This is an optimization exercise on Yosys and OpenROAD, whose aim is small area and a short achievable clock period, not a production implementation. RTL that was checked went through simulation tests only; none was proved equivalent to the original. Function not checked in runs 3, 5 and 6: the RTL went through the layout flow alone. No activity file was given, so power comes from the tool's default toggle rates.

===== flow/run.sh =====
#!/bin/bash
# Standard ORFS layout (the standard.sh) with:
#  - small plain buffers on the ports instead of the delay cell that
#    buffer_ports picks by default;
#  - clock tree built from clkbuf_16 sink clusters, without dummy loads;
#  - combinational cells reset to drive strength 1 after floorplan
#    (downsize.tcl), so that timing repair sizes up only what it needs.
set -e
export BUFFER_PORTS_ARGS="-buffer_cell sky130_fd_sc_hd__buf_2"
export CTS_ARGS="-sink_clustering_enable -repair_clock_nets -dont_use_dummy_load -buf_list sky130_fd_sc_hd__clkbuf_16 -sink_clustering_size 25 -sink_clustering_max_diameter 80"
export POST_FLOORPLAN_TCL="$PWD/flow/downsize.tcl"
bash standard.sh > standard.log 2>&1

===== flow/downsize.tcl =====
# Start every combinational cell from synthesis at its smallest drive
# strength; the timing repair later in the flow sizes up what paths need.
# Registers, tie cells and tap cells are left as they are.
set n 0
foreach inst [[ord::get_db_block] getInsts] {
  set m [[$inst getMaster] getName]
  if {![regexp {^sky130_fd_sc_hd__(\w+?)_(\d+)$} $m -> fn sz]} { continue }
  if {[regexp {^(df|sdf|edf|sedf|dl|conb|tap|fill|decap|clk)} $fn]} { continue }
  if {$sz eq "0" || $sz eq "1"} { continue }
  set target sky130_fd_sc_hd__${fn}_1
  if {[llength [get_lib_cells -quiet $target]] == 0} { continue }
  replace_cell [$inst getName] $target
  incr n
}
puts "downsize: $n cells set to drive strength 1"

===== standard.sh =====
#!/bin/bash
# synth_recipe.tcl (not shown) runs the flow's synth.tcl, then flattens the netlist and writes it again
# the make line also repeats each setting of config.mk as NAME=value (left out here)
make -C /OpenROAD-flow-scripts/flow DESIGN_CONFIG=/design/flow/config.mk WORK_HOME=/design/flow/orfs CLKGATE_MAP_FILE= SYNTH_SCRIPT=/design/flow/synth_recipe.tcl "${@:-finish}"

===== config.mk =====
export PLATFORM = sky130hd
export DESIGN_NAME = zic_mmr_ctrl
export DESIGN_NICKNAME = zic_mmr_ctrl
export VERILOG_FILES = /design/flow/design.v
export SDC_FILE = /design/flow/constraint.sdc
export NUM_CORES = 4
export LEC_CHECK = 0
export CAP_MARGIN = 20
export CORE_MARGIN = 2
export CORE_UTILIZATION = 60
export PLACE_DENSITY = 0.75
export SETUP_SLACK_MARGIN = 2.2
export SLEW_MARGIN = 20
export SYNTH_HIERARCHICAL = 1
export TNS_END_PERCENT = 0

===== constraint.sdc =====
create_clock -name core_clock -period 4.0 [get_ports {zic_clk}]
set_input_delay 0.8000 -clock core_clock [delete_from_list [all_inputs] [get_ports {zic_clk}]]
set_output_delay 0.8000 -clock core_clock [all_outputs]
set_load 0.01 [all_outputs]

===== design.v =====
`timescale 1ns/100ps
package zic_pkg;
	localparam int ZIC_ADDR_W = 16;
	localparam int ZIC_DATA_W = 32;
	localparam int ZIC_BYTE_W = 8;
	localparam int ZIC_IDX_W  = 6;
	typedef logic [ZIC_ADDR_W-1:0] zic_addr_t;
	typedef logic [ZIC_DATA_W-1:0] zic_data_t;
	typedef logic [ZIC_BYTE_W-1:0] zic_byte_t;
	typedef logic [ZIC_IDX_W-1:0]  zic_irq_idx_t;
	localparam int ZIC_OFS_W      = 2;
	localparam int ZIC_REG_STRIDE = 4;
	typedef logic [ZIC_OFS_W-1:0] zic_reg_sel_e;
	localparam zic_reg_sel_e ZIC_SEL_IP   = 2'd0;
	localparam zic_reg_sel_e ZIC_SEL_IE   = 2'd1;
	localparam zic_reg_sel_e ZIC_SEL_ATTR = 2'd2;
	localparam zic_reg_sel_e ZIC_SEL_CTL  = 2'd3;
	localparam zic_byte_t ZIC_ATTR_VAL = 8'hC0;
	localparam zic_byte_t ZIC_CTL_RST_TOP  = 8'hFF;
	localparam int        ZIC_CTL_RST_STEP = 4;
	function automatic logic [ZIC_BYTE_W-1:0] zic_ctl_reset_value(input logic [31:0] idx);
		logic [31:0] dec;
		dec = ZIC_CTL_RST_STEP * idx;
		zic_ctl_reset_value = ZIC_CTL_RST_TOP - dec[ZIC_BYTE_W-1:0];
	endfunction
endpackage
`timescale 1ns/100ps
module zic_mmr_decode (
	input  logic src_i,
	input  logic src_n_i,
	input  logic wdt_n_i,
	input  logic ctl_ld_i,      
	input  logic ctl_wr_n_i,    
	input  logic ip_set_i,      
	input  logic ip_wr_n_i,     
	input  logic ie_set_i,      
	input  logic ie_wr_n_i,     
	output logic ctl_ld_o,
	output logic ctl_hold_o,
	output logic ip_set_n_o,
	output logic ip_keep_n_o,
	output logic ie_set_n_o,
	output logic ie_keep_n_o
);
	zic_mmr_dec_and2 u_ctl_ld (
		.a_i (src_i),
		.b_i (ctl_ld_i),
		.y_o (ctl_ld_o)
	);
	zic_mmr_dec_o21a u_ctl_hold (
		.a_i (src_n_i),
		.b_i (ctl_wr_n_i),
		.c_i (wdt_n_i),
		.y_o (ctl_hold_o)
	);
	assign ip_set_n_o  = !(src_i && ip_set_i);
	assign ip_keep_n_o = !((src_n_i || ip_wr_n_i) && wdt_n_i);
	assign ie_set_n_o  = !(src_i && ie_set_i);
	assign ie_keep_n_o = !((src_n_i || ie_wr_n_i) && wdt_n_i);
endmodule
module zic_mmr_dec_and2 (
	input  logic a_i,
	input  logic b_i,
	output logic y_o
);
	assign y_o = a_i && b_i;
endmodule
module zic_mmr_dec_o21a (
	input  logic a_i,
	input  logic b_i,
	input  logic c_i,
	output logic y_o
);
	assign y_o = (a_i || b_i) && c_i;
endmodule
module zic_mmr_dec_src (
	input  logic a_i,
	input  logic b_i,
	input  logic c_i,
	output logic src_o
);
	assign src_o = a_i && b_i && c_i;
endmodule
module zic_mmr_dec_blk (
	input  logic [7:0] hi_i,    
	input  logic       en_i,
	output logic       blk_o
);
	logic u, v, w, p, q;
	zic_mmr_dec_nor2 u_u (.a_i (hi_i[7]), .b_i (hi_i[6]), .y_o (u));
	zic_mmr_dec_nor2 u_v (.a_i (hi_i[5]), .b_i (hi_i[3]), .y_o (v));
	zic_mmr_dec_nor2 u_w (.a_i (hi_i[2]), .b_i (hi_i[1]), .y_o (w));
	zic_mmr_dec_nand2 u_p (.a_i (hi_i[4]), .b_i (en_i), .y_o (p));
	zic_mmr_dec_nor2 u_q (.a_i (hi_i[0]), .b_i (p), .y_o (q));
	zic_mmr_dec_and4 u_blk (.a_i (u), .b_i (v), .c_i (w), .d_i (q), .y_o (blk_o));
endmodule
module zic_mmr_dec_nor2 (
	input  logic a_i,
	input  logic b_i,
	output logic y_o
);
	assign y_o = !(a_i || b_i);
endmodule
module zic_mmr_dec_nand2 (
	input  logic a_i,
	input  logic b_i,
	output logic y_o
);
	assign y_o = !(a_i && b_i);
endmodule
module zic_mmr_dec_and4 (
	input  logic a_i,
	input  logic b_i,
	input  logic c_i,
	input  logic d_i,
	output logic y_o
);
	assign y_o = a_i && b_i && c_i && d_i;
endmodule
module zic_mmr_dec_nand3 (
	input  logic a_i,
	input  logic b_i,
	input  logic c_i,
	output logic y_o
);
	assign y_o = !(a_i && b_i && c_i);
endmodule
module zic_mmr_dec_andn (
	input  logic a_i,
	input  logic b_n_i,
	output logic y_o
);
	assign y_o = a_i && !b_n_i;
endmodule
module zic_mmr_dec_type (
	input  logic blk_i,
	input  logic grp_i,
	input  logic sel_ctl_i,
	input  logic sel_ip_i,
	input  logic sel_ie_i,
	input  logic wdt_n_i,
	input  logic dw_i,           
	output logic ctl_wr_ld_o,    
	output logic ctl_wr_n_o,     
	output logic ip_set_o,       
	output logic ip_wr_n_o,      
	output logic ie_set_o,       
	output logic ie_wr_n_o       
);
	zic_mmr_dec_and4  u_ctl_ld (.a_i (blk_i), .b_i (grp_i), .c_i (sel_ctl_i), .d_i (wdt_n_i), .y_o (ctl_wr_ld_o));
	zic_mmr_dec_nand3 u_ctl_wr (.a_i (blk_i), .b_i (grp_i), .c_i (sel_ctl_i), .y_o (ctl_wr_n_o));
	zic_mmr_dec_and4  u_ip_set (.a_i (blk_i), .b_i (grp_i), .c_i (sel_ip_i), .d_i (dw_i), .y_o (ip_set_o));
	zic_mmr_dec_nand3 u_ip_wr  (.a_i (blk_i), .b_i (grp_i), .c_i (sel_ip_i), .y_o (ip_wr_n_o));
	zic_mmr_dec_and4  u_ie_set (.a_i (blk_i), .b_i (grp_i), .c_i (sel_ie_i), .d_i (dw_i), .y_o (ie_set_o));
	zic_mmr_dec_nand3 u_ie_wr  (.a_i (blk_i), .b_i (grp_i), .c_i (sel_ie_i), .y_o (ie_wr_n_o));
endmodule
`timescale 1ns/100ps
module zic_pend_en_bank (
	input  logic zic_clk,
	input  logic zic_rst,
	input  logic set_n_i,
	input  logic keep_n_i,
	input  logic vld_i,
	input  logic hw_i,
	output logic q_o
);
	always_ff @(posedge zic_clk or negedge zic_rst)
	begin
		if (!zic_rst)
			q_o <= 1'b0;
		else
			q_o <= !set_n_i || (!keep_n_i && (vld_i ? hw_i : q_o));
	end
endmodule
`timescale 1ns/100ps
module zic_level_bank #(
	parameter logic RST_VAL = 1'b1
)
(
	input  logic zic_clk,
	input  logic zic_rst,
	input  logic ld_i,
	input  logic hold_i,
	input  logic d_i,
	output logic q_o
);
	always_ff @(posedge zic_clk or negedge zic_rst)
	begin
		if (!zic_rst)
			q_o <= RST_VAL;
		else
			q_o <= (ld_i & d_i) | (hold_i & q_o);
	end
endmodule
`timescale 1ns/100ps
module zic_mmr_readback #(
	parameter int NUM_IRQ = 48
)
(
	input  logic [NUM_IRQ-1:0] sel_i,
	input  logic [NUM_IRQ-1:0] d_i,
	input  logic               blk_n_i,
	output logic               q_o
);
	localparam int NP = NUM_IRQ / 2;    
	localparam int NQ = NP / 4;         
	logic [NP-1:0] pair_n;
	logic [NQ-1:0] quad;
	logic [NQ/2-1:0] half_n;
	for (genvar g = 0; g < NP; g++)
	begin : g_pair
		zic_mmr_rb_aoi22 u_p (
			.s_i   (sel_i[2*g +: 2]),
			.d_i   (d_i[2*g +: 2]),
			.y_n_o (pair_n[g])
		);
	end
	for (genvar k = 0; k < NQ; k++)
	begin : g_n4
		zic_mmr_rb_nand4 u_n4 (
			.a_i (pair_n[4*k +: 4]),
			.y_o (quad[k])
		);
	end
	for (genvar k = 0; k < NQ / 2; k++)
	begin : g_n2
		zic_mmr_rb_nor2 u_n2 (
			.a_i (quad[2*k +: 2]),
			.y_o (half_n[k])
		);
	end
	zic_mmr_rb_aoi31 u_out (
		.a_i     (half_n),
		.blk_n_i (blk_n_i),
		.y_o     (q_o)
	);
endmodule
module zic_mmr_rb_aoi22 (
	input  logic [1:0] s_i,
	input  logic [1:0] d_i,
	output logic       y_n_o
);
	assign y_n_o = !(|(s_i & d_i));
endmodule
module zic_mmr_rb_nand4 (
	input  logic [3:0] a_i,
	output logic       y_o
);
	assign y_o = !(&a_i);
endmodule
module zic_mmr_rb_nor2 (
	input  logic [1:0] a_i,
	output logic       y_o
);
	assign y_o = !(|a_i);
endmodule
module zic_mmr_rb_aoi31 (
	input  logic [2:0] a_i,
	input  logic       blk_n_i,
	output logic       y_o
);
	assign y_o = !((&a_i) || blk_n_i);
endmodule
`timescale 1ns/100ps
module zic_mmr_ctrl #(
	parameter int                 NUM_IRQ  = 48,
	parameter zic_pkg::zic_addr_t MMR_BASE = 16'h1000
)
(
	input  logic                zic_clk,
	input  logic                zic_rst,
	input  logic                wdt_reset_i,
	input  zic_pkg::zic_addr_t  zic_mmr_write_addr_i,
	input  zic_pkg::zic_data_t  zic_mmr_write_data_i,
	input  logic                zic_mmr_write_en_i,
	input  zic_pkg::zic_addr_t  zic_mmr_read_addr_i,
	input  logic                zic_mmr_read_en_i,
	input  logic [NUM_IRQ-1:0]  zic_int_pending_i,
	input  logic                zic_int_pending_valid_i,
	input  logic [NUM_IRQ-1:0]  zic_int_enable_i,
	input  logic                zic_int_enable_valid_i,
	output logic [NUM_IRQ-1:0]  zic_int_en_o,
	output zic_pkg::zic_data_t  zic_mmr_read_data_o,
	output logic                zic_mmr_read_valid_o
);
	localparam int BW = zic_pkg::ZIC_BYTE_W;
	logic [15:0] wa, ra;
	assign wa = zic_mmr_write_addr_i;
	assign ra = zic_mmr_read_addr_i;
	logic wr_blk, rd_blk;
	zic_mmr_dec_blk u_wr_blk (
		.hi_i  (wa[15:8]),
		.en_i  (zic_mmr_write_en_i),
		.blk_o (wr_blk)
	);
	zic_mmr_dec_blk u_rd_blk (
		.hi_i  (ra[15:8]),
		.en_i  (zic_mmr_read_en_i),
		.blk_o (rd_blk)
	);
	logic [3:0] wg1, wg2, rg1, rg2;
	logic [2:0] wg3, rg3;
	for (genvar i = 0; i < 4; i++)
	begin : g_pre
		assign wg1[i] = (wa[3:2] == i);
		assign wg2[i] = (wa[5:4] == i);
		assign rg1[i] = (ra[3:2] == i);
		assign rg2[i] = (ra[5:4] == i);
		if (i < 3)
		begin : g_top
			assign wg3[i] = (wa[7:6] == i);
			assign rg3[i] = (ra[7:6] == i);
		end
	end
	logic [15:0] wsrc, wsrc_n;
	for (genvar j = 0; j < 16; j++)
	begin : g_wsrc
		zic_mmr_dec_and2 u_wsrc (
			.a_i (wg1[j % 4]),
			.b_i (wg2[j / 4]),
			.y_o (wsrc[j])
		);
		zic_mmr_dec_nand2 u_wsrc_n (
			.a_i (wg1[j % 4]),
			.b_i (wg2[j / 4]),
			.y_o (wsrc_n[j])
		);
	end
	logic wdt_n;
	assign wdt_n = !wdt_reset_i;
	logic sel_ctl, sel_ip, sel_ie, dw;
	zic_mmr_dec_and2 u_sel_ctl (.a_i (wa[1]), .b_i (wa[0]), .y_o (sel_ctl));
	zic_mmr_dec_nor2 u_sel_ip  (.a_i (wa[1]), .b_i (wa[0]), .y_o (sel_ip));
	zic_mmr_dec_andn u_sel_ie  (.a_i (wa[0]), .b_n_i (wa[1]), .y_o (sel_ie));
	zic_mmr_dec_andn u_dw      (.a_i (zic_mmr_write_data_i[0]), .b_n_i (wdt_reset_i), .y_o (dw));
	logic [2:0] ctl_wr_ld, ctl_wr_n, ip_wr_n, ip_set, ie_wr_n, ie_set;
	for (genvar k = 0; k < 3; k++)
	begin : g_type
		zic_mmr_dec_type u_type (
			.blk_i       (wr_blk),
			.grp_i       (wg3[k]),
			.sel_ctl_i   (sel_ctl),
			.sel_ip_i    (sel_ip),
			.sel_ie_i    (sel_ie),
			.wdt_n_i     (wdt_n),
			.dw_i        (dw),
			.ctl_wr_ld_o (ctl_wr_ld[k]),
			.ctl_wr_n_o  (ctl_wr_n[k]),
			.ip_set_o    (ip_set[k]),
			.ip_wr_n_o   (ip_wr_n[k]),
			.ie_set_o    (ie_set[k]),
			.ie_wr_n_o   (ie_wr_n[k])
		);
	end
	logic [NUM_IRQ-1:0]    ip_q, ie_q, rd_src;
	logic [NUM_IRQ*BW-1:0] ctl_q;
	for (genvar s = 0; s < NUM_IRQ; s++)
	begin : g_src
		localparam logic [BW-1:0] RST_VAL = zic_pkg::zic_ctl_reset_value(s);
		logic ctl_ld, ctl_hold, ip_set_n, ip_keep_n, ie_set_n, ie_keep_n;
		zic_mmr_dec_src u_rsrc (
			.a_i   (rg1[s % 4]),
			.b_i   (rg2[(s / 4) % 4]),
			.c_i   (rg3[s / 16]),
			.src_o (rd_src[s])
		);
		zic_mmr_decode u_dec (
			.src_i       (wsrc[s % 16]),
			.src_n_i     (wsrc_n[s % 16]),
			.wdt_n_i     (wdt_n),
			.ctl_ld_i    (ctl_wr_ld[s / 16]),
			.ctl_wr_n_i  (ctl_wr_n[s / 16]),
			.ip_set_i    (ip_set[s / 16]),
			.ip_wr_n_i   (ip_wr_n[s / 16]),
			.ie_set_i    (ie_set[s / 16]),
			.ie_wr_n_i   (ie_wr_n[s / 16]),
			.ctl_ld_o    (ctl_ld),
			.ctl_hold_o  (ctl_hold),
			.ip_set_n_o  (ip_set_n),
			.ip_keep_n_o (ip_keep_n),
			.ie_set_n_o  (ie_set_n),
			.ie_keep_n_o (ie_keep_n)
		);
		for (genvar b = 0; b < BW; b++)
		begin : g_ctl
			zic_level_bank #(
				.RST_VAL (RST_VAL[b])
			) u_bit (
				.zic_clk (zic_clk),
				.zic_rst (zic_rst),
				.ld_i    (ctl_ld),
				.hold_i  (ctl_hold),
				.d_i     (zic_mmr_write_data_i[b]),
				.q_o     (ctl_q[s*BW + b])
			);
		end
		zic_pend_en_bank u_ip (
			.zic_clk  (zic_clk),
			.zic_rst  (zic_rst),
			.set_n_i  (ip_set_n),
			.keep_n_i (ip_keep_n),
			.vld_i    (zic_int_pending_valid_i),
			.hw_i     (zic_int_pending_i[s]),
			.q_o      (ip_q[s])
		);
		zic_pend_en_bank u_ie (
			.zic_clk  (zic_clk),
			.zic_rst  (zic_rst),
			.set_n_i  (ie_set_n),
			.keep_n_i (ie_keep_n),
			.vld_i    (zic_int_enable_valid_i),
			.hw_i     (zic_int_enable_i[s]),
			.q_o      (ie_q[s])
		);
	end
	assign zic_int_en_o = ie_q;
	logic [BW+1:0] rd_bit;
	logic          rd_hit;
	assign rd_hit = rd_blk && !(ra[7] && ra[6]);
	for (genvar b = 0; b < BW + 2; b++)
	begin : g_rd
		logic [NUM_IRQ-1:0] col;
		for (genvar s = 0; s < NUM_IRQ; s++)
		begin : g_col
			if (b < BW)
				assign col[s] = ctl_q[s*BW + b];
			else if (b == BW)
				assign col[s] = ie_q[s];
			else
				assign col[s] = ip_q[s];
		end
		zic_mmr_readback #(
			.NUM_IRQ (NUM_IRQ)
		) u_rd (
			.sel_i   (rd_src),
			.d_i     (col),
			.blk_n_i (!rd_blk),
			.q_o     (rd_bit[b])
		);
	end
	logic          valid_q;
	logic          hit_q;
	logic [BW+1:0] rd_q;
	always_ff @(posedge zic_clk or negedge zic_rst)
	begin
		if (!zic_rst)
			valid_q <= 1'b0;
		else
			valid_q <= zic_mmr_read_en_i;
	end
	always_ff @(posedge zic_clk)
	begin
		hit_q <= rd_hit;
		rd_q  <= rd_bit;
	end
	assign zic_mmr_read_valid_o = valid_q;
	assign zic_mmr_read_data_o  = {rd_q[BW-1:0], {2{hit_q}}, 6'd0, 7'd0, rd_q[BW], 7'd0, rd_q[BW+1]};
endmodule

==> results.sh, run 1 <==
export IMPL_cts_sinks=492
export IMPL_startpoint="zic_mmr_read_addr_i[2]"
export IMPL_mostFrequentLayoutCells="a22o_1, dfstp_2, dfrtp_1, a22oi_1, buf_2"
export IMPL_holdBufCountCts=0
export IMPL_timing_final_ws_setup_ps=1950
export IMPL_viasPerCell=7.33
export IMPL_setup_tns_final_ps=0
export IMPL_drv_slew=0
export IMPL_portBuffers=201
export IMPL_clockBufferDepth=3
export IMPL_cp_top_family="simple AND/OR/NAND/NOR gates"
export IMPL_worstSetupStartpointType="input port"
export IMPL_htree_levels=1
export IMPL_path_buf_inv=1
export IMPL_timing_rr_start="g_src[4].u_ie.q_o"
export IMPL_numCtsBuffers=27
export IMPL_grt_max_degree=125
export IMPL_placement_rows=72
export IMPL_fin_skew_ps=36.2
export IMPL_post_drt_wl_per_cell_microns=30.8
export IMPL_vias=19500
export IMPL_crit_slowest_cell="and3_2"
export IMPL_finalCritPeriodShare_pct=51.3
export IMPL_reg2reg_depth=5
export IMPL_yosys_warnings=10
export IMPL_layout_drive_gt1_share_pct=32.6
export IMPL_cts_tree="yes"
export IMPL_grt_pass1_wl_microns=122000
export IMPL_die_area_sq_mm=0.0406
export IMPL_avgSynthCellArea_sq_um=12.6
export IMPL_post_route_util_pct=66.2
export IMPL_ys_seq_area_share_pct=53.7
export IMPL_syn_area_sq_mm=0.0234
export IMPL_cp_cell_sequence="buf_2 -> and2_2 -> and3_2 -> a22oi_1 -> nand4_1 -> nor2_1 -> a31oi_1"
export IMPL_p_leak_uw=0.0106
export IMPL_synthCells=1858
export IMPL_max_cap_viol_count=0
export IMPL_max_slew_margin_pct=30.3
export IMPL_crit_path_max_fanout=12
export IMPL_die_height_microns=202
export IMPL_area_growth_syn_to_layout_pct=9.05
export IMPL_cts_root_buffer="clkbuf_16"
export IMPL_timing_final_setup_violations=0
export IMPL_report_final_hold_viol_count=0
export IMPL_mostFrequentLayoutCell="a22o_1"
export IMPL_critPathMaxStageDelay_ps=360
export IMPL_layout_min_cycle_time_ps=2050
export IMPL_crit_path_end_kind="flip-flop"
export IMPL_ys_types=23
export IMPL_grt_overflow_total=0
export IMPL_status="timing/DRC/antenna clean"
export IMPL_first_global_vias=19200
export IMPL_grt_usage_pct=40.1
export IMPL_synth_seq_cells=492
export IMPL_start_util_pct=60.7
export IMPL_io_pins=248
export IMPL_hp_class="input port to asynchronous set/reset pin"
export IMPL_ys_top_cells_by_area="dfstp_2, dfrtp_1, a22o_1"
export IMPL_dr_pass1_iters=8
export IMPL_dieWidth_microns=202
export IMPL_ff2ff_setup_slack_ps=2380
export IMPL_wl_microns=82100
export IMPL_route_detailed_drc=0
export IMPL_antenna_found_initial=5
export IMPL_r2r_end="rd_q[8]"
export IMPL_hold_ws_ps=165
export IMPL_fmax_mhz=487
export IMPL_synth_top_area_share_pct=28.7
export IMPL_ant_nets=0
export IMPL_synth_area_leader_cell="dfstp_2"
export IMPL_drtIter0Drc=2580
export IMPL_cp_required_ps=4430
export IMPL_ir_drop_v=0.000334
export IMPL_dp_slack_ps=910
export IMPL_arrival_ps=2490
export IMPL_hpwlAfterDp_microns=55300
export IMPL_critPathKind="input port to flip-flop"
export IMPL_rsz0062_at_grt="true"
export IMPL_path_clk_slew_ps=100
export IMPL_clk_latency_ps=590
export IMPL_power_density_mw_per_mm2=339
export IMPL_gp_congestion=0.992
export IMPL_nets=2314
export IMPL_core_area_sq_mm=0.0386
export IMPL_worstMarginPinSlew_ps=1050
-- per-module statistics from Yosys, one instance, submodules excluded, a selection --
module             flops+latches  cells  cell area [sq um]
zic_pend_en_bank               1      3               40.0
zic_mmr_rb_aoi22               0      1               12.5
zic_mmr_dec_o21a               0      1               7.51
zic_mmr_dec_src                0      1               6.26
zic_mmr_rb_nand4               0      1               6.26
zic_mmr_dec_nand2              0      1               3.75
zic_mmr_rb_nor2                0      1               3.75
-- stage by stage --
stage	area, sq um	power, uW	instances
floorplan	23600	5460	1877
global placement	24200	5890	2620
detailed placement	24200	5900	2620
CTS	25100	8640	2652
global route	25500	8920	2663
finish	25500	8670	2667
-- logic make-up (layout without fill, tap and decap cells) --
group                  count (synthesis)  after routing  synth area share, %
AO/OA/AOI/OAI                        875            875                 33.1
flip-flops                           492            492                 53.7
AND/OR/NAND/NOR                      370            370                 8.33
multiplexers                          96             96                 4.10
buffers and inverters                 24            292                0.737
other                                  1             24               0.0160
-- sequential cells by signal (all words and copies together) (netlist names) --
| name | flops |
|---|---|
| g_src.g_ctl.u_bit.q_o | 384 |
| g_src.u_ie.q_o | 48 |
| valid_q | 1 |
| rd_q | 10 |
| g_src.u_ip.q_o | 48 |
| hit_q | 1 |
-- timing repair --
action                                  CTS  global route
setup buffers                             4            11
pin swaps                                 8            24
cloned                                    1             0
resized for setup                       109            99
endpoints found under the setup margin  551           551
hold endpoints to repair                  0             0
-- layer usage --
metal	up-vias	track usage, %	share of wire, %
met1	9763	53.5	38
met5	-	0	0.021
met4	2	24.7	7.0
li1	8001	-	-
met2	1479	58.9	43
met3	293	10.3	12
-- synth_stat cells (all sizes together) --
library cell and instances:
nor2 45, dfstp 256, conb 1, mux2i 96, and4 11, nand2 114
o21a 48, and3 48, buf 22, nand3 9, and2 69, a31oi 10
dfxtp 11, dfrtp 225, inv 2, nor2b 13, nand4 60, and2b 1
o21ai 192, a22o 384, a22oi 240, a21boi 1
-- report_power, final --
group | switching, uW | total, uW | leakage, uW | internal, uW
Clock | 1590 | 2790 | 0.000333 | 1200
Combinational | 575 | 803 | 0.00445 | 228
Sequential | 42.5 | 5080 | 0.00580 | 5040
-- worst max path at each step --
stage | slack, ps | cells after the start | endpoint
final | 1950 | 7 | rd_q[9]
after global routing | 1990 | 9 | rd_q[8]
after CTS | 1980 | 7 | g_src[5].g_ctl[0].u_bit.q_o
after detailed placement | 910 | 7 | g_src[8].g_ctl[5].u_bit.q_o
after global placement | 970 | 7 | g_src[24].g_ctl[5].u_bit.q_o
after floorplan | 850 | 4 | g_src[17].g_ctl[2].u_bit.q_o
-- final cells by class --
class | count | area [sq um]
repair buffers | 262 | 1560
inverters | 2 | 11.3
fillers | 3023 | 13000
repair inverters | 1 | 5.00
diodes | 4 | 10.0
clock buffers | 27 | 676
well taps | 518 | 648
multi-input cells | 1361 | 10000
flip-flops and latches | 492 | 12600
==> inputs of run 2 (changes only) <==
--- a/config.mk
+++ b/config.mk
@@ -11,3 +11,3 @@
 export PLACE_DENSITY = 0.75
-export SETUP_SLACK_MARGIN = 2.2
+export SETUP_SLACK_MARGIN = 2.6
 export SLEW_MARGIN = 20
==> results.sh, run 2 <==
export IMPL_path_clk_slew_ps=100
export IMPL_swShare_pct=25.4
export IMPL_critPathKind="input port to flip-flop"
export IMPL_ant_nets=0
export IMPL_ys_types=23
export IMPL_crit_path_max_fanout=16
export IMPL_worstSetupStartpointType="input port"
export IMPL_use_met1_pct=52.6
export IMPL_p_seq_share_pct=58.5
export IMPL_combPwrFrac_pct=9.4
export IMPL_mostFrequentLayoutCell="a22o_1"
export IMPL_rsz0062_at_grt="true"
export IMPL_avgSynthCellArea_sq_um=12.6
export IMPL_grt_usage_pct=40.2
export IMPL_gp_congestion=0.992
export IMPL_grt_max_degree=125
export IMPL_power_share_clock_pct=32.0
export IMPL_fmax_mhz=493
export IMPL_grt_pass1_wl_microns=123000
export IMPL_largestRegisters="g_src.g_ctl.u_bit.q_o x384, g_src.u_ie.q_o x48, g_src.u_ip.q_o x48"
export IMPL_placedInstanceArea_sq_mm=0.0242
export IMPL_switchingPower_uw=2200
export IMPL_mostFrequentLayoutCells="a22o_1, dfstp_2, dfrtp_1, a22oi_1, buf_2"
export IMPL_final_area_sq_mm=0.0257
export IMPL_largest_reg_flops=384
export IMPL_ir_drop_v=0.000337
export IMPL_route_detailed_drc=0
export IMPL_die_height_microns=202
export IMPL_p_leak_uw=0.0107
export IMPL_r2r_end="rd_q[8]"
export IMPL_yosys_top_cells_count="a22o_1, dfstp_2, a22oi_2"
export IMPL_drtIter0Drc=2287
export IMPL_reg2reg_depth=5
export IMPL_ff2ff_setup_slack_ps=2430
export IMPL_placement_rows=72
export IMPL_synth_area_leader_cell="dfstp_2"
export IMPL_timing_rr_start="g_src[4].u_ie.q_o"
export IMPL_busiest_layer="met2"
export IMPL_worstMarginPinSlew_ps=1090
export IMPL_post_route_util_pct=66.6
export IMPL_synth_flop_cell="dfstp_2"
export IMPL_ys_top_cells_by_area="dfstp_2, dfrtp_1, a22o_1"
export IMPL_wl_microns=82200
export IMPL_timing_final_setup_violations=0
export IMPL_drv_slew=0
export IMPL_vias=19500
export IMPL_start_util_pct=60.7
export IMPL_htree_levels=1
export IMPL_syn_area_sq_mm=0.0234
export IMPL_cp_required_ps=4460
export IMPL_power_density_mw_per_mm2=338
export IMPL_die_area_sq_mm=0.0406
export IMPL_grt_util_met3_pct=11.5
export IMPL_async_flop_share_pct=97.8
export IMPL_core_area_sq_mm=0.0386
export IMPL_nets=2328
export IMPL_report_final_hold_viol_count=0
export IMPL_setup_tns_final_ps=0
export IMPL_synth_edf_count=0
export IMPL_power_internal_uw=6470
export IMPL_cts_tree="yes"
export IMPL_synth_top_area_share_pct=28.7
export IMPL_grt_overflow_total=0
export IMPL_clockBufferDepth=3
export IMPL_dr_pass1_iters=9
export IMPL_holdBufCountCts=0
export IMPL_max_cap_viol_count=0
export IMPL_numCtsBuffers=27
export IMPL_synth_most_common_cell="a22o_1"
export IMPL_antenna_found_initial=4
export IMPL_synth_seq_cells=492
export IMPL_area_growth_syn_to_layout_pct=9.66
export IMPL_io_pins=248
export IMPL_finalCritPeriodShare_pct=50.8
export IMPL_layout_drive_gt1_share_pct=33.0
export IMPL_yosys_warnings=10
export IMPL_crit_path_end_kind="flip-flop"
export IMPL_fin_skew_ps=29.9
export IMPL_post_drt_wl_per_cell_microns=30.7
export IMPL_synthCells=1858
export IMPL_cts_root_buffer="clkbuf_16"
export IMPL_hpwlAfterDp_microns=55300
export IMPL_viasPerCell=7.28
export IMPL_portBuffers=201
export IMPL_ys_seq_area_share_pct=53.7
export IMPL_largest_register="g_src.g_ctl.u_bit.q_o"
export IMPL_arrival_ps=2490
export IMPL_clk_latency_ps=590
export IMPL_status="timing/DRC/antenna clean"
export IMPL_hp_class="input port to asynchronous set/reset pin"
export IMPL_max_slew_margin_pct=27.6
export IMPL_first_global_vias=19400
export IMPL_cts_sinks=492
export IMPL_met2_usage_pct=59.6
export IMPL_dieWidth_microns=202
export IMPL_layout_min_cycle_time_ps=2030
## run 2: cell type report
type                            count  area (sq um)
Antenna cell                        4          10.0
Clock buffer                       27           676
Fill cell                        3006         12900
Inverter                            2          11.3
Multi-Input combinational cell   1361         10100
Sequential cell                   492         12600
Tap cell                          518           648
Timing Repair Buffer              276          1670
Timing Repair inverter              1          5.00
## run 2: power by group through the flow
stage          logic (uW)  clock network, uW  registers (uW)
2_1_floorplan         280                  0            5180
3_3_place_gp          722                  0            5170
3_5_place_dp          737                  0            5170
4_1_cts               779               2810            5080
5_1_grt               863               2980            5080
6_report              818               2780            5080
## run 2: per-layer routing
layer / wire [microns] / share of wire [%]
met1: 30500 / 37
met2: 36000 / 44
met3: 10100 / 12
met5: 0 / 0
met4: 5530 / 6.7
## run 2: kinds of logic after synthesis
kind of cell	count (synthesis)	synth area share [%]
AO/OA/AOI/OAI	875	33.1
buffers and inverters	24	0.737
other	1	0.0160
flip-flops	492	53.7
multiplexers	96	4.10
AND/OR/NAND/NOR	370	8.33
## run 2: Yosys stat by module (local to each module, per instance), a selection
module,area [sq um],flip-flops and latches,cells inside,times used
zic_mmr_rb_nor2,3.75,0,1,30
zic_mmr_rb_aoi31,6.26,0,1,10
zic_mmr_dec_src,6.26,0,1,48
zic_mmr_dec_nor2,3.75,0,1,9
zic_mmr_decode,17.5,0,4,48
zic_pend_en_bank,40.0,1,3,96
zic_mmr_ctrl,554,12,60,1
zic_mmr_dec_and4,8.76,0,1,11
zic_mmr_dec_andn,13.8,0,1,2
zic_mmr_rb_aoi22,12.5,0,1,240
## run 2: through the flow
stage / setup slack [ps] / total power (uW) / hold WS, ps / std cells
2_1_floorplan: 849 / 5460 / 482 / 1877
5_1_grt: 2000 / 8930 / 214 / 2677
6_report: 1970 / 8680 / 183 / 2681
3_3_place_gp: 975 / 5890 / 479 / 2620
3_5_place_dp: 910 / 5900 / 480 / 2620
4_1_cts: 2030 / 8660 / 188 / 2671
## run 2: critical path: stages
cell and delay [ps]:
buf_2 170, and2b_4 280, and3_4 270, a22oi_1 390, nand4_1 190, nor2_2 220, a31oi_1 150
## run 2: timing repair
action                                 in CTS  in global routing
resized for setup                         132                 80
setup endpoints to repair                 551                551
pin swaps                                  15                 27
buffers inserted                           23                  6
endpoints found under the hold margin       0                  0
cloned                                      1                  0
## run 2: worst max path at each step
stage | from | endpoint | slack, ps | cells past startpoint
after floorplan | wdt_reset_i | g_src[17].g_ctl[2].u_bit.q_o | 850 | 4
after global placement | zic_mmr_write_addr_i[12] | g_src[24].g_ctl[5].u_bit.q_o | 970 | 7
after detailed placement | zic_mmr_write_addr_i[12] | g_src[8].g_ctl[5].u_bit.q_o | 910 | 7
after CTS | g_src[12].u_ie.q_o | zic_int_en_o[12] | 2030 | 1
after global routing | g_src[29].u_ie.q_o | zic_int_en_o[29] | 2000 | 1
final | zic_mmr_read_addr_i[6] | rd_q[2] | 1970 | 7
==> inputs of run 3 (changes only) <==
--- a/design.v
+++ b/design.v
@@ -354,3 +354,3 @@
 	end
-	logic [NUM_IRQ-1:0]    ip_q, ie_q, rd_src;
+	logic [NUM_IRQ-1:0]    ip_q, ie_q, rd_src_a, rd_src_b;
 	logic [NUM_IRQ*BW-1:0] ctl_q;
@@ -360,3 +360,3 @@
 		logic ctl_ld, ctl_hold, ip_set_n, ip_keep_n, ie_set_n, ie_keep_n;
-		zic_mmr_dec_src u_rsrc (
+		zic_mmr_dec_src u_rsrc_a (
 			.a_i   (rg1[s % 4]),
@@ -364,3 +364,9 @@
 			.c_i   (rg3[s / 16]),
-			.src_o (rd_src[s])
+			.src_o (rd_src_a[s])
+		);
+		zic_mmr_dec_src u_rsrc_b (
+			.a_i   (rg1[s % 4]),
+			.b_i   (rg2[(s / 4) % 4]),
+			.c_i   (rg3[s / 16]),
+			.src_o (rd_src_b[s])
 		);
@@ -434,3 +440,3 @@
 		) u_rd (
-			.sel_i   (rd_src),
+			.sel_i   ((b < BW / 2) ? rd_src_a : rd_src_b),
 			.d_i     (col),
==> results.sh, run 3 <==
export IMPL_drv_slew=0
export IMPL_die_height_microns=203
export IMPL_mostFrequentLayoutCells="a22o_1, dfstp_2, dfrtp_1, a22oi_1, buf_2"
export IMPL_largest_register="g_src.g_ctl.u_bit.q_o"
export IMPL_start_util_pct=61.1
export IMPL_cts_tree="yes"
export IMPL_fin_skew_ps=64.4
export IMPL_die_area_sq_mm=0.0411
export IMPL_timing_final_setup_violations=0
export IMPL_setup_tns_final_ps=0
export IMPL_async_flop_share_pct=97.8
export IMPL_placement_rows=72
export IMPL_synth_flop_cell="dfstp_2"
export IMPL_synth_seq_cells=492
export IMPL_synth_area_leader_cell="dfstp_2"
export IMPL_cts_sinks=492
export IMPL_dr_pass1_iters=7
export IMPL_ant_nets=0
export IMPL_placedInstanceArea_sq_mm=0.0244
export IMPL_holdBufCountCts=0
export IMPL_core_area_sq_mm=0.0388
export IMPL_p_leak_uw=0.0109
export IMPL_layout_min_cycle_time_ps=2080
export IMPL_numCtsBuffers=25
export IMPL_synth_edf_count=0
export IMPL_report_final_hold_viol_count=0
export IMPL_rsz0062_at_grt="true"
export IMPL_htree_levels=1
export IMPL_critPathKind="input port to flip-flop"
export IMPL_portBuffers=201
export IMPL_power_density_mw_per_mm2=333
export IMPL_synth_most_common_cell="a22o_1"
export IMPL_post_drt_wl_per_cell_microns=29.9
export IMPL_io_pins=248
export IMPL_antenna_found_initial=0
export IMPL_max_slew_margin_pct=34.8
export IMPL_gp_congestion=0.928
export IMPL_hp_class="input port to asynchronous set/reset pin"
export IMPL_power_total_uw=8620
export IMPL_path_clk_slew_ps=100
export IMPL_avgSynthCellArea_sq_um=12.4
export IMPL_ys_types=23
export IMPL_syn_area_sq_mm=0.0237
export IMPL_multi_input_area_sq_mm=0.0104
export IMPL_finalCritPeriodShare_pct=52.1
export IMPL_synth_top_area_share_pct=28.4
export IMPL_viasPerCell=7.31
export IMPL_nets=2354
export IMPL_first_global_vias=19300
export IMPL_grt_pass1_wl_microns=120000
export IMPL_crit_path_max_fanout=16
export IMPL_synthCells=1906
export IMPL_nFillCells=2972
export IMPL_clk_latency_ps=590
export IMPL_dieWidth_microns=203
export IMPL_yosys_top_cells_count="a22o_1, dfstp_2, a22oi_2"
export IMPL_hold_ws_ps=283
export IMPL_arrival_ps=2550
export IMPL_max_cap_viol_count=0
export IMPL_mostFrequentLayoutCell="a22o_1"
export IMPL_cp_required_ps=4460
export IMPL_largest_reg_flops=384
export IMPL_fmax_mhz=480
export IMPL_area_growth_syn_to_layout_pct=8.93
export IMPL_layout_drive_gt1_share_pct=31.6
export IMPL_clockBufferDepth=3
export IMPL_drtIter0Drc=2439
export IMPL_ys_seq_area_share_pct=53.0
export IMPL_route_detailed_drc=0
export IMPL_grt_overflow_total=0
export IMPL_final_area_sq_mm=0.0258
export IMPL_worstSetupStartpointType="input port"
export IMPL_worstMarginPinSlew_ps=979
export IMPL_hpwlAfterDp_microns=53700
export IMPL_regArea_sq_mm=0.0126
export IMPL_grt_max_degree=115
export IMPL_num_antenna_cells=0
export IMPL_ir_drop_v=0.000308
export IMPL_yosys_warnings=10
export IMPL_largestRegisters="g_src.g_ctl.u_bit.q_o x384, g_src.u_ie.q_o x48, g_src.u_ip.q_o x48"
export IMPL_grt_usage_pct=38.3
export IMPL_crit_path_end_kind="flip-flop"
export IMPL_wl_microns=80900
export IMPL_vias=19800
export IMPL_ys_top_cells_by_area="dfstp_2, dfrtp_1, a22o_1"
export IMPL_status="timing/DRC/antenna clean"
export IMPL_cts_root_buffer="clkbuf_16"
## run 3: cell types whose count changed in the layout (fill, tap and decap cells not counted), moves of 10 or more
cell and change:
a22oi_1 -16, buf_4 -30, and3_1 +68, buf_6 +10, a22oi_2 +16, and3_4 -16
## run 3: Yosys stat by module, one instance, submodules excluded, excerpt
module | times used | cells | area (sq um) | flops+latches
zic_pend_en_bank | 96 | 3 | 40.0 | 1
zic_mmr_dec_andn | 2 | 1 | 13.8 | 0
zic_mmr_rb_aoi22 | 240 | 1 | 12.5 | 0
zic_mmr_dec_and4 | 11 | 1 | 8.76 | 0
zic_mmr_dec_o21a | 48 | 1 | 7.51 | 0
zic_mmr_dec_and2 | 65 | 1 | 6.26 | 0
zic_mmr_rb_nand4 | 60 | 1 | 6.26 | 0
zic_mmr_dec_src | 96 | 1 | 6.26 | 0
zic_mmr_rb_nor2 | 30 | 1 | 3.75 | 0
zic_mmr_dec_nand2 | 18 | 1 | 3.75 | 0
## run 3: critical path: stages
cell and delay [ps]:
buf_6 140, nor2_2 250, buf_4 310, and3_4 280, a22oi_2 110, nand4_1 250
nor2_4 100, a31oi_1 310
## run 3: routing by layer
metal  vias up  routed length [microns]  track usage (%)
li1       8191                        -                -
met1      9835                    31600             53.9
met2      1474                    35100             56.5
met3       252                     9870             8.88
met4         0                     4310             18.1
met5         -                        0                0
## run 3: repair_timing
item / CTS / global route
gates resized for setup: 134 / 89
cloned: 3 / 4
setup buffers: 7 / 2
endpoints found under the setup margin: 554 / 842
pin swaps: 18 / 24
## run 3: cell type report
| cell class | instances | area share (%) |
|---|---|---|
| timing repair buffer | 254 | 6.03 |
| multi-input combinational | 1412 | 40.3 |
| clock buffer | 25 | 2.42 |
| tap | 518 | 2.51 |
| sequential | 492 | 48.7 |
| inverter | 2 | 0.0436 |
## run 3: kinds of logic (layout without fill, tap and decap cells)
logic type             Yosys count  in the layout  synth area share (%)
and+or+nand+nor                418            421                  9.49
muxes                           96             96                  4.05
other                            1             20                0.0158
AOI/OAI and AO/OA              875            875                  32.7
DFF                            492            492                  53.0
buffers and inverters           24            281                 0.728
## run 3: metrics by stage
stage	cells	worst slack, ps	utilization, %
2_1_floorplan	1925	849	-
3_3_place_gp	2662	988	62.9
3_5_place_dp	2662	910	62.9
4_1_cts	2697	2000	65.7
5_1_grt	2703	1960	66.6
6_report	2703	1920	66.6
## run 3: report_power, final
part	leakage [uW]	switching [uW]	internal [uW]	total [uW]
Clock	0.000308	1580	1120	2690
Sequential	0.00580	50.7	5040	5090
Combinational	0.00476	595	237	832
## run 3: worst paths after layout
check	startpoint	to	slack, ps	cells past startpoint
setup / recovery	zic_mmr_read_addr_i[7]	rd_q[7]	1920	8
hold / removal	zic_rst	valid_q	280	1
setup reg to reg	g_src[18].u_ie.q_o	rd_q[8]	2400	5
hold reg to reg	g_src[6].g_ctl[4].u_bit.q_o	g_src[6].g_ctl[4].u_bit.q_o	510	1
max in group asynchronous	zic_rst	g_src[35].g_ctl[4].u_bit.q_o	2600	2
min in group core_clock	zic_mmr_read_en_i	valid_q	320	1
==> inputs of run 4 (changes only) <==
--- a/design.v
+++ b/design.v
@@ -354,3 +354,3 @@
 	end
-	logic [NUM_IRQ-1:0]    ip_q, ie_q, rd_src_a, rd_src_b;
+	logic [NUM_IRQ-1:0]    ip_q, ie_q, rd_src;
 	logic [NUM_IRQ*BW-1:0] ctl_q;
@@ -360,3 +360,3 @@
 		logic ctl_ld, ctl_hold, ip_set_n, ip_keep_n, ie_set_n, ie_keep_n;
-		zic_mmr_dec_src u_rsrc_a (
+		zic_mmr_dec_src u_rsrc (
 			.a_i   (rg1[s % 4]),
@@ -364,9 +364,3 @@
 			.c_i   (rg3[s / 16]),
-			.src_o (rd_src_a[s])
-		);
-		zic_mmr_dec_src u_rsrc_b (
-			.a_i   (rg1[s % 4]),
-			.b_i   (rg2[(s / 4) % 4]),
-			.c_i   (rg3[s / 16]),
-			.src_o (rd_src_b[s])
+			.src_o (rd_src[s])
 		);
@@ -440,3 +434,3 @@
 		) u_rd (
-			.sel_i   ((b < BW / 2) ? rd_src_a : rd_src_b),
+			.sel_i   (rd_src),
 			.d_i     (col),
--- a/flow/run.sh
+++ b/flow/run.sh
@@ -6,3 +6,4 @@
 #  - combinational cells reset to drive strength 1 after floorplan
-#    (downsize.tcl), so that timing repair sizes up only what it needs.
+#    (downsize.tcl), so that timing repair sizes up only what it needs;
+#  - one more worst-path setup repair after global routing (post_grt.tcl).
 set -e
@@ -11,2 +12,3 @@
 export POST_FLOORPLAN_TCL="$PWD/flow/downsize.tcl"
+export POST_GLOBAL_ROUTE_TCL="$PWD/flow/post_grt.tcl"
 bash standard.sh > standard.log 2>&1
==> flow/post_grt.tcl (new file) <==
# After global routing: more setup repair on the worst path, with
# global-route parasitics, in a few rounds; after each round re-legalise
# and re-route the nets it touched (as global_route.tcl does after its own
# repairs), so the next round sees the updated routes.
for {set round 0} {$round < 4} {incr round} {
  estimate_parasitics -global_routing
  repair_timing -setup -setup_margin 3.0 -repair_tns 0 -max_passes 50 -verbose
  global_route -start_incremental
  detailed_placement
  global_route -end_incremental
}
estimate_parasitics -global_routing
==> results.sh, run 4 <==
export IMPL_placement_rows=72
export IMPL_dieWidth_microns=202
export IMPL_worstMarginPinSlew_ps=1040
export IMPL_cts_root_buffer="clkbuf_16"
export IMPL_async_flop_share_pct=97.8
export IMPL_vias=19600
export IMPL_startpoint="zic_mmr_read_addr_i[6]"
export IMPL_status="timing/DRC/antenna clean"
export IMPL_drv_slew=0
export IMPL_ir_drop_v=0.000336
export IMPL_place_inst=2620
export IMPL_ys_types=23
export IMPL_htree_levels=1
export IMPL_power_total_uw=8680
export IMPL_max_slew_margin_pct=30.5
export IMPL_nets=2333
export IMPL_cp_cell_sequence="buf_2 -> and2b_4 -> and3_4 -> a22oi_1 -> nand4_1 -> nor2_2 -> a31oi_1"
export IMPL_mostFrequentLayoutCell="a22o_1"
export IMPL_largestRegisters="g_src.g_ctl.u_bit.q_o x384, g_src.u_ie.q_o x48, g_src.u_ip.q_o x48"
export IMPL_synth_top_area_share_pct=28.7
export IMPL_cts_tree="yes"
export IMPL_grt_max_degree=125
export IMPL_layout_drive_gt1_share_pct=33.2
export IMPL_crit_path_max_fanout=16
export IMPL_largest_reg_flops=384
export IMPL_grt_usage_pct=40.2
export IMPL_critPathMaxStageDelay_ps=380
export IMPL_route_detailed_drc=0
export IMPL_core_area_sq_mm=0.0386
export IMPL_mostFrequentLayoutCells="a22o_1, dfstp_2, dfrtp_1, a22oi_1, buf_2"
export IMPL_gp_congestion=0.992
export IMPL_synth_seq_cells=492
export IMPL_worstSetupStartpointType="input port"
export IMPL_synth_most_common_cell="a22o_1"
export IMPL_switchingPower_uw=2210
export IMPL_die_height_microns=202
export IMPL_power_density_mw_per_mm2=338
export IMPL_clockBufferDepth=3
export IMPL_yosys_top_cells_count="a22o_1, dfstp_2, a22oi_2"
export IMPL_synth_area_leader_cell="dfstp_2"
export IMPL_wl_microns=82600
export IMPL_first_global_vias=19400
export IMPL_combPwrFrac_pct=9.4
export IMPL_final_cells=2686
export IMPL_synth_flop_cell="dfstp_2"
export IMPL_ys_top_cells_by_area="dfstp_2, dfrtp_1, a22o_1"
export IMPL_grt_overflow_total=0
export IMPL_avgSynthCellArea_sq_um=12.6
export IMPL_setup_tns_final_ps=0
export IMPL_area_growth_syn_to_layout_pct=9.84
export IMPL_path_clk_slew_ps=100
export IMPL_syn_area_sq_mm=0.0234
export IMPL_portBuffers=201
export IMPL_die_area_sq_mm=0.0406
export IMPL_arrival_ps=2490
export IMPL_reg2reg_depth=5
export IMPL_max_cap_viol_count=0
export IMPL_antenna_found_initial=4
export IMPL_dr_pass1_iters=8
export IMPL_post_drt_wl_per_cell_microns=30.7
export IMPL_layout_min_cycle_time_ps=2030
export IMPL_r2r_end="rd_q[8]"
export IMPL_timing_final_setup_violations=0
export IMPL_synthCells=1858
export IMPL_critPathKind="input port to flip-flop"
export IMPL_post_cts_buffers=23
export IMPL_cts_resized=132
export IMPL_finalCritPeriodShare_pct=50.8
export IMPL_p_leak_uw=0.0107
export IMPL_ant_nets=0
export IMPL_p_seq_share_pct=58.5
export IMPL_swShare_pct=25.4
export IMPL_power_internal_uw=6480
export IMPL_hpwlAfterDp_microns=55300
export IMPL_fmax_mhz=493
export IMPL_clk_latency_ps=590
export IMPL_yosys_warnings=10
export IMPL_cp_required_ps=4460
export IMPL_crit_path_end_kind="flip-flop"
export IMPL_viasPerCell=7.28
export IMPL_report_final_hold_viol_count=0
export IMPL_ff2ff_setup_slack_ps=2440
export IMPL_drtIter0Drc=2322
export IMPL_ys_seq_area_share_pct=53.7
export IMPL_synth_edf_count=0
export IMPL_start_util_pct=60.7
export IMPL_grt_pass1_wl_microns=123000
export IMPL_cts_sinks=492
export IMPL_timing_rr_start="g_src[4].u_ie.q_o"
export IMPL_io_pins=248
export IMPL_fin_skew_ps=32.0
export IMPL_numCtsBuffers=27
export IMPL_largest_register="g_src.g_ctl.u_bit.q_o"
export IMPL_power_share_clock_pct=32.1
export IMPL_holdBufCountCts=0
export IMPL_crit_slowest_cell="a22oi_1"
export IMPL_hp_class="input port to asynchronous set/reset pin"
export IMPL_nFillCells=3000
==> run 4: changes by cell type after synthesis, sizes merged <==
| cell | before | now |
|---|---|---|
| and3 | 96 | 48 |
==> run 4: worst max-delay path: cells and delay by family <==
kind / cells / cell delay (ps)
and+or+nand+nor: 4 / 970
buffers and inverters: 1 / 170
AOI/OAI and AO/OA: 2 / 540
==> run 4: cell type report <==
type / count / area [sq um] / area share, %
flip-flops and latches: 492 / 12600 / 48.9
clock buffers: 27 / 676 / 2.63
repair buffers: 281 / 1710 / 6.63
repair inverters: 1 / 5.00 / 0.0195
well taps: 518 / 648 / 2.52
inverters: 2 / 11.3 / 0.0438
multi-input cells: 1361 / 10100 / 39.2
diodes: 4 / 10.0 / 0.0389
==> run 4: per-module statistics from Yosys, one instance, submodules excluded, a selection <==
module / flip-flops and latches / area [sq um] / copies in the design
zic_mmr_ctrl: 12 / 554 / 1
zic_mmr_dec_andn: 0 / 13.8 / 2
zic_mmr_dec_and4: 0 / 8.76 / 11
zic_mmr_dec_o21a: 0 / 7.51 / 48
zic_mmr_rb_nand4: 0 / 6.26 / 60
zic_mmr_dec_src: 0 / 6.26 / 48
zic_mmr_dec_nand3: 0 / 5.00 / 9
zic_mmr_dec_nor2: 0 / 3.75 / 9
zic_mmr_dec_nand2: 0 / 3.75 / 18
==> run 4: power by group through the flow <==
stage          clock network (uW)  logic [uW]  registers [uW]
2_1_floorplan                   0         280            5180
3_3_place_gp                    0         722            5170
3_5_place_dp                    0         737            5170
4_1_cts                      2810         779            5080
6_report                     2790         820            5080
==> run 4: worst max path at each step <==
stage / depth (start not counted) / slack [ps] / endpoint
floorplan: 4 / 850 / g_src[17].g_ctl[2].u_bit.q_o
global placement: 7 / 970 / g_src[24].g_ctl[5].u_bit.q_o
detailed placement: 7 / 910 / g_src[8].g_ctl[5].u_bit.q_o
CTS: 1 / 2030 / zic_int_en_o[12]
finish: 7 / 1970 / rd_q[2]
==> run 4: metrics by stage <==
stage	area, sq um	hold slack (ps)	worst slack [ps]	utilization (%)
CTS	25300	188	2030	65.7
floorplan	23600	482	849	-
global placement	24200	479	975	62.8
finish	25700	183	1970	66.7
detailed placement	24200	480	910	62.8
==> run 4: routing by layer <==
metal,wire length (microns),track usage [%],up-vias
met4,5680,24.7,0
met3,10400,11.5,295
met1,30500,52.6,9740
met5,0,0,-
met2,36000,59.6,1461
li1,-,-,8055
==> run 4: cell families after synthesis <==
family	after synthesis	share of synthesized area, %
and+or+nand+nor	370	8.33
other	1	0.0160
DFF	492	53.7
AOI/OAI and AO/OA	875	33.1
buffers and inverters	24	0.737
muxes	96	4.10
==> inputs of run 5 (changes only) <==
--- a/design.v
+++ b/design.v
@@ -163,2 +163,3 @@
 	input  logic vld_i,
+	input  logic vld_n_i,
 	input  logic hw_i,
@@ -171,3 +172,3 @@
 		else
-			q_o <= !set_n_i || (!keep_n_i && (vld_i ? hw_i : q_o));
+			q_o <= !set_n_i || (!keep_n_i && ((vld_i && hw_i) || (vld_n_i && q_o)));
 	end
@@ -330,2 +331,5 @@
 	assign wdt_n = !wdt_reset_i;
+	logic ip_vld_n, ie_vld_n;
+	assign ip_vld_n = !zic_int_pending_valid_i;
+	assign ie_vld_n = !zic_int_enable_valid_i;
 	logic sel_ctl, sel_ip, sel_ie, dw;
@@ -402,2 +406,3 @@
 			.vld_i    (zic_int_pending_valid_i),
+			.vld_n_i  (ip_vld_n),
 			.hw_i     (zic_int_pending_i[s]),
@@ -411,2 +416,3 @@
 			.vld_i    (zic_int_enable_valid_i),
+			.vld_n_i  (ie_vld_n),
 			.hw_i     (zic_int_enable_i[s]),
==> results.sh, run 5 <==
export IMPL_die_area_sq_mm=0.0402
export IMPL_synth_most_common_cell="a22o_1"
export IMPL_synth_top_area_share_pct=29.0
export IMPL_cp_required_ps=4450
export IMPL_finalCritPeriodShare_pct=53.6
export IMPL_wl_microns=82800
export IMPL_drtIter0Drc=2843
export IMPL_busiest_layer="met2"
export IMPL_multi_input_area_sq_mm=0.00976
export IMPL_largest_reg_flops=384
export IMPL_crit_slowest_cell="nor2_2"
export IMPL_ir_drop_v=0.000277
export IMPL_numCtsBuffers=25
export IMPL_max_cap_viol_count=0
export IMPL_ant_nets=0
export IMPL_synth_edf_count=0
export IMPL_synth_seq_cells=492
export IMPL_cts_resized=147
export IMPL_first_global_vias=19000
export IMPL_final_cells=2678
export IMPL_clockBufferDepth=3
export IMPL_holdBufCountCts=0
export IMPL_yosys_top_cells_count="a22o_1, dfstp_2, a22oi_2"
export IMPL_grt_pass1_wl_microns=122000
export IMPL_mostFrequentLayoutCells="a22o_1, a22oi_1, dfstp_2, dfrtp_1, buf_2"
export IMPL_cts_root_buffer="clkbuf_16"
export IMPL_async_flop_share_pct=97.8
export IMPL_nets=2327
export IMPL_worstSetupStartpointType="input port"
export IMPL_mostFrequentLayoutCell="a22o_1"
export IMPL_synth_flop_cell="dfstp_2"
export IMPL_ys_top_cells_by_area="dfstp_2, dfrtp_1, a22o_1"
export IMPL_timing_final_ws_setup_ps=1860
export IMPL_dr_pass1_iters=6
export IMPL_placement_rows=72
export IMPL_start_util_pct=60.4
export IMPL_cts_sinks=492
export IMPL_crit_path_end_kind="flip-flop"
export IMPL_route_detailed_drc=0
export IMPL_fmax_mhz=466
export IMPL_viasPerCell=7.43
export IMPL_htree_levels=1
export IMPL_max_slew_margin_pct=26.8
export IMPL_fin_skew_ps=33.5
export IMPL_regArea_sq_mm=0.0126
export IMPL_power_density_mw_per_mm2=338
export IMPL_vias=19900
export IMPL_hpwlAfterDp_microns=54200
export IMPL_area_growth_syn_to_layout_pct=9.10
export IMPL_drv_slew=0
export IMPL_status="timing/DRC/antenna clean"
export IMPL_synthCells=1860
export IMPL_dp_slack_ps=824
export IMPL_antenna_found_initial=2
export IMPL_timing_final_setup_violations=0
export IMPL_largestRegisters="g_src.g_ctl.u_bit.q_o x384, g_src.u_ie.q_o x48, g_src.u_ip.q_o x48"
export IMPL_setup_tns_final_ps=0
export IMPL_grt_util_met3_pct=12.9
export IMPL_power_total_uw=8560
export IMPL_avgSynthCellArea_sq_um=12.5
export IMPL_grt_overflow_total=0
export IMPL_ys_seq_area_share_pct=54.2
export IMPL_p_leak_uw=0.0103
export IMPL_place_inst=2618
export IMPL_synth_area_leader_cell="dfstp_2"
export IMPL_critPathMaxStageDelay_ps=330
export IMPL_dieWidth_microns=201
export IMPL_clk_latency_ps=580
export IMPL_arrival_ps=2590
export IMPL_worstMarginPinSlew_ps=1100
export IMPL_use_met1_pct=53.5
export IMPL_post_cts_buffers=3
export IMPL_layout_drive_gt1_share_pct=31.6
export IMPL_syn_area_sq_mm=0.0232
export IMPL_hp_class="input port to asynchronous set/reset pin"
export IMPL_post_drt_wl_per_cell_microns=30.9
export IMPL_nFillCells=2995
export IMPL_largest_register="g_src.g_ctl.u_bit.q_o"
export IMPL_layout_min_cycle_time_ps=2140
export IMPL_io_pins=248
export IMPL_yosys_warnings=10
export IMPL_ys_types=23
export IMPL_grt_usage_pct=40.0
export IMPL_core_area_sq_mm=0.0384
export IMPL_cts_tree="yes"
export IMPL_gp_congestion=1.07
export IMPL_ff2ff_setup_slack_ps=2400
export IMPL_grt_max_degree=133
export IMPL_die_height_microns=201
export IMPL_cp_cell_sequence="buf_2 -> nor2_1 -> buf_4 -> and3_2 -> a22oi_1 -> nand4_1 -> nor2_2 -> a31oi_1"
export IMPL_portBuffers=201
export IMPL_report_final_hold_viol_count=0
export IMPL_crit_path_max_fanout=12
export IMPL_critPathKind="input port to flip-flop"
export IMPL_met2_usage_pct=59.2
export IMPL_path_clk_slew_ps=100
## run 5: changes by cell type after synthesis, sizes merged
| cell | change |
|---|---|
| a22oi | +96 |
| inv | +2 |
| mux2i | -96 |
## run 5: Yosys stat by module (local to each module, per instance), excerpt
module | times used | flops+latches
zic_mmr_dec_and2 | 65 | 0
zic_mmr_rb_aoi31 | 10 | 0
zic_mmr_dec_nand3 | 9 | 0
zic_mmr_dec_o21a | 48 | 0
zic_mmr_dec_andn | 2 | 0
zic_pend_en_bank | 96 | 1
## run 5: worst max-delay path, delay by kind of cell
kind / cells / cell delay, ps
compound gates: 2 / 490
buf+inv: 2 / 350
simple gates: 4 / 920
## run 5: per-layer routing
metal  up-vias  routed length (microns)
met5         -                       64
met4         3                     4840
met3       288                    11400
met2      1555                    35900
met1      9928                    30600
li1       8128                        -
## run 5: cells by family after synthesis
group	after synthesis	synth area share [%]
buf+inv	26	0.777
simple gates	370	8.41
other cells	1	0.0162
compound gates	971	36.6
flops	492	54.2
## run 5: power by group
group | leakage (uW) | switching [uW] | internal [uW]
sequential | 0.00581 | 40.2 | 5030
combinational | 0.00419 | 586 | 212
clock | 0.000308 | 1570 | 1120
## run 5: per-stage QoR
step | hold WS (ps) | util, % | instance area (sq um)
6_report | 168 | 65.9 | 25300
4_1_cts | 184 | 65.1 | 25000
3_5_place_dp | 480 | 62.3 | 23900
3_3_place_gp | 479 | 62.3 | 23900
2_1_floorplan | 482 | - | 23400
## run 5: area by class of cell
class	count	area share, %
Tap cell	518	2.56
Multi-Input combinational cell	1366	38.6
Inverter	4	0.0742
Clock buffer	25	2.47
Sequential cell	492	49.7
Timing Repair Buffer	271	6.58
Antenna cell	2	0.0198
## run 5: path summary, 6_finish.rpt
path / from / to / cells after the start
min reg2reg: g_src[1].g_ctl[2].u_bit.q_o / g_src[1].g_ctl[2].u_bit.q_o / 1
min in group core_clock: zic_mmr_read_en_i / valid_q / 1
max in group asynchronous: zic_rst / g_src[10].g_ctl[5].u_bit.q_o / 2
max reg2reg: g_src[30].g_ctl[1].u_bit.q_o / rd_q[1] / 4
max: zic_mmr_read_addr_i[4] / rd_q[3] / 8
min: zic_rst / g_src[25].g_ctl[5].u_bit.q_o / 1
==> inputs of run 6 (changes only) <==
==> flow/post_grt.tcl (replaced) <==
# After global routing: one more setup repair, on the worst path only,
# with global-route parasitics, then re-legalise and re-route the nets
# it touched (as global_route.tcl does after its own repairs).
estimate_parasitics -global_routing
repair_timing -setup -setup_margin 3.0 -repair_tns 0 -max_passes 50 -verbose
global_route -start_incremental
detailed_placement
global_route -end_incremental
estimate_parasitics -global_routing
==> results.sh, run 6 <==
export IMPL_synth_most_common_cell="a22o_1"
export IMPL_fmax_mhz=466
export IMPL_area_growth_syn_to_layout_pct=9.10
export IMPL_cts_sinks=492
export IMPL_synthCells=1860
export IMPL_htree_levels=1
export IMPL_crit_path_end_kind="flip-flop"
export IMPL_hpwlAfterDp_microns=54200
export IMPL_dr_pass1_iters=6
export IMPL_worstSetupStartpointType="input port"
export IMPL_ant_nets=0
export IMPL_clockBufferDepth=3
export IMPL_async_flop_share_pct=97.8
export IMPL_yosys_top_cells_count="a22o_1, dfstp_2, a22oi_2"
export IMPL_portBuffers=201
export IMPL_vias=19900
export IMPL_p_leak_uw=0.0103
export IMPL_yosys_warnings=10
export IMPL_place_inst=2618
export IMPL_synth_area_leader_cell="dfstp_2"
export IMPL_cts_tree="yes"
export IMPL_crit_path_max_fanout=12
export IMPL_ys_top_cells_by_area="dfstp_2, dfrtp_1, a22o_1"
export IMPL_clk_latency_ps=580
export IMPL_grt_usage_pct=40.0
export IMPL_layout_min_cycle_time_ps=2140
export IMPL_r2r_end="rd_q[1]"
export IMPL_nFillCells=2995
export IMPL_status="timing/DRC/antenna clean"
export IMPL_nets=2327
export IMPL_reg2reg_depth=4
export IMPL_antenna_found_initial=2
export IMPL_first_global_vias=19000
export IMPL_fin_skew_ps=33.5
export IMPL_largest_register="g_src.g_ctl.u_bit.q_o"
export IMPL_post_route_util_pct=65.9
export IMPL_cts_resized=147
export IMPL_holdBufCountCts=0
export IMPL_numCtsBuffers=25
export IMPL_avgSynthCellArea_sq_um=12.5
export IMPL_synth_edf_count=0
export IMPL_mostFrequentLayoutCell="a22o_1"
export IMPL_die_area_sq_mm=0.0402
export IMPL_grt_pass1_wl_microns=122000
export IMPL_worstMarginPinSlew_ps=1100
export IMPL_final_cells=2678
export IMPL_max_slew_margin_pct=26.8
export IMPL_report_final_hold_viol_count=0
export IMPL_setup_tns_final_ps=0
export IMPL_placement_rows=72
export IMPL_grt_overflow_total=0
export IMPL_route_detailed_drc=0
export IMPL_core_area_sq_mm=0.0384
export IMPL_synth_top_area_share_pct=29.0
export IMPL_timing_rr_start="g_src[30].g_ctl[1].u_bit.q_o"
export IMPL_post_cts_buffers=3
export IMPL_cp_required_ps=4450
export IMPL_die_height_microns=201
export IMPL_timing_final_setup_violations=0
export IMPL_largestRegisters="g_src.g_ctl.u_bit.q_o x384, g_src.u_ie.q_o x48, g_src.u_ip.q_o x48"
export IMPL_ff2ff_setup_slack_ps=2400
export IMPL_largest_reg_flops=384
export IMPL_max_cap_viol_count=0
export IMPL_ir_drop_v=0.000277
export IMPL_power_density_mw_per_mm2=338
export IMPL_io_pins=248
export IMPL_critPathKind="input port to flip-flop"
export IMPL_mostFrequentLayoutCells="a22o_1, a22oi_1, dfstp_2, dfrtp_1, buf_2"
export IMPL_layout_drive_gt1_share_pct=31.6
export IMPL_arrival_ps=2590
export IMPL_start_util_pct=60.4
export IMPL_hold_ws_ps=168
export IMPL_synth_flop_cell="dfstp_2"
export IMPL_gp_congestion=1.07
export IMPL_grt_max_degree=133
export IMPL_dieWidth_microns=201
export IMPL_synth_seq_cells=492
export IMPL_drtIter0Drc=2843
export IMPL_ys_types=23
export IMPL_post_drt_wl_per_cell_microns=30.9
export IMPL_finalCritPeriodShare_pct=53.6
export IMPL_wl_microns=82800
export IMPL_hp_class="input port to asynchronous set/reset pin"
export IMPL_viasPerCell=7.43
export IMPL_ys_seq_area_share_pct=54.2
export IMPL_path_clk_slew_ps=100
export IMPL_syn_area_sq_mm=0.0232
export IMPL_drv_slew=0
export IMPL_cts_root_buffer="clkbuf_16"
## run 6: cell counts after synthesis
Identical to the previous run, type by type.
## run 6: worst max-delay path by stage
stage               slack (ps)                     start                      endpoint
finish                    1860    zic_mmr_read_addr_i[4]                       rd_q[3]
detailed placement         820  zic_mmr_write_addr_i[12]   g_src[2].g_ctl[6].u_bit.q_o
global placement           940  zic_mmr_write_addr_i[12]   g_src[0].g_ctl[6].u_bit.q_o
floorplan                  850               wdt_reset_i  g_src[17].g_ctl[2].u_bit.q_o
CTS                       2020        g_src[44].u_ie.q_o              zic_int_en_o[44]
## run 6: per-stage QoR
step           total power (uW)  area (sq um)  setup slack (ps)
3_3_place_gp               5870         23900               936
4_1_cts                    8520         25000              2020
2_1_floorplan              5440         23400               849
3_5_place_dp               5880         23900               824
6_report                   8560         25300              1860
## run 6: cell type report
class                      count  area (sq um)  share of cell area [%]
inverter                       4          18.8                  0.0742
multi-input combinational   1366          9760                    38.6
clock buffer                  25           626                    2.47
tap                          518           648                    2.56
antenna                        2          5.00                  0.0198
timing repair buffer         271          1670                    6.58
sequential                   492         12600                    49.7
## run 6: Yosys stat by module, one instance, submodules excluded, a selection
module             cell area, sq um  copies in the design
zic_mmr_dec_and2               6.26                    65
zic_mmr_dec_and4               8.76                    11
zic_mmr_dec_andn               13.8                     2
zic_mmr_dec_nand2              3.75                    18
zic_mmr_dec_nand3              5.00                     9
zic_mmr_dec_nor2               3.75                     9
zic_mmr_dec_src                6.26                    48
zic_mmr_decode                 17.5                    48
zic_mmr_rb_nand4               6.26                    60
zic_mmr_rb_nor2                3.75                    30
zic_pend_en_bank               37.5                    96
## run 6: power by group
part	internal [uW]	total, uW	switching, uW	leakage [uW]
combinational	212	798	586	0.00419
clock	1120	2690	1570	0.000308
sequential	5030	5070	40.2	0.00581
total	6360	8560	2200	0.0103
## run 6: per-layer routing
layer / share of wire (%) / track usage [%] / vias to the layer above
met3: 14 / 12.9 / 288
met2: 43 / 59.2 / 1555
met5: 0.077 / 0 / -
li1: - / - / 8128
met1: 37 / 53.5 / 9928
met4: 5.8 / 19.6 / 3
## run 6: logic make-up after synthesis
kind of cell | after synthesis | synth area share, %
AOI/OAI and AO/OA | 971 | 36.6
DFF | 492 | 54.2
and+or+nand+nor | 370 | 8.41
buffers and inverters | 26 | 0.777
other | 1 | 0.0162
## run 6: critical path, stage by stage
cell,delay (ps)
buf_2,160
nor2_1,50
buf_4,190
and3_2,290
a22oi_1,320
nand4_1,250
nor2_2,330
a31oi_1,170

==> what the ideal ports hide <==
The flow's constraints put no driver on any port. The routed layouts listed below were extracted and timed again, unchanged, in two steps. Step 1 (the two cells are an assumption about what drives the block):
set clk [get_ports {zic_clk}]
set_driving_cell -lib_cell sky130_fd_sc_hd__clkbuf_16 $clk
set_driving_cell -lib_cell sky130_fd_sc_hd__buf_2 [delete_from_list [all_inputs] $clk]
Step 2, shift: input delay + t, output delay - t, t = (earliest + latest rising clock arrival at the registers) / 2. This alone moves slack from input paths to output paths. a / b / c = ideal / step 1 / step 2; a / b = the first two.
run | shift t [ns] | setup slack, ns | hold slack, ns | clock arrival spread, ns
run 1 | 0.635 | 1.947 / 1.949 / 1.314 | 0.165 / 0.158 / 0.503 | 0.040 / 0.040
run 2 | 0.635 | 1.970 / 1.970 / 1.349 | 0.183 / 0.179 / 0.502 | 0.038 / 0.037
run 3 | 0.618 | 1.917 / 1.942 / 1.324 | 0.283 / 0.276 / 0.505 | 0.068 / 0.068
run 4 | 0.636 | 1.970 / 1.975 / 1.353 | 0.183 / 0.178 / 0.503 | 0.037 / 0.038
run 5 | 0.623 | 1.855 / 1.804 / 1.181 | 0.168 / 0.163 / 0.504 | 0.034 / 0.034
run 6 | 0.623 | 1.855 / 1.804 / 1.181 | 0.168 / 0.163 / 0.504 | 0.034 / 0.034
After both steps setup and hold are still met in every run listed.
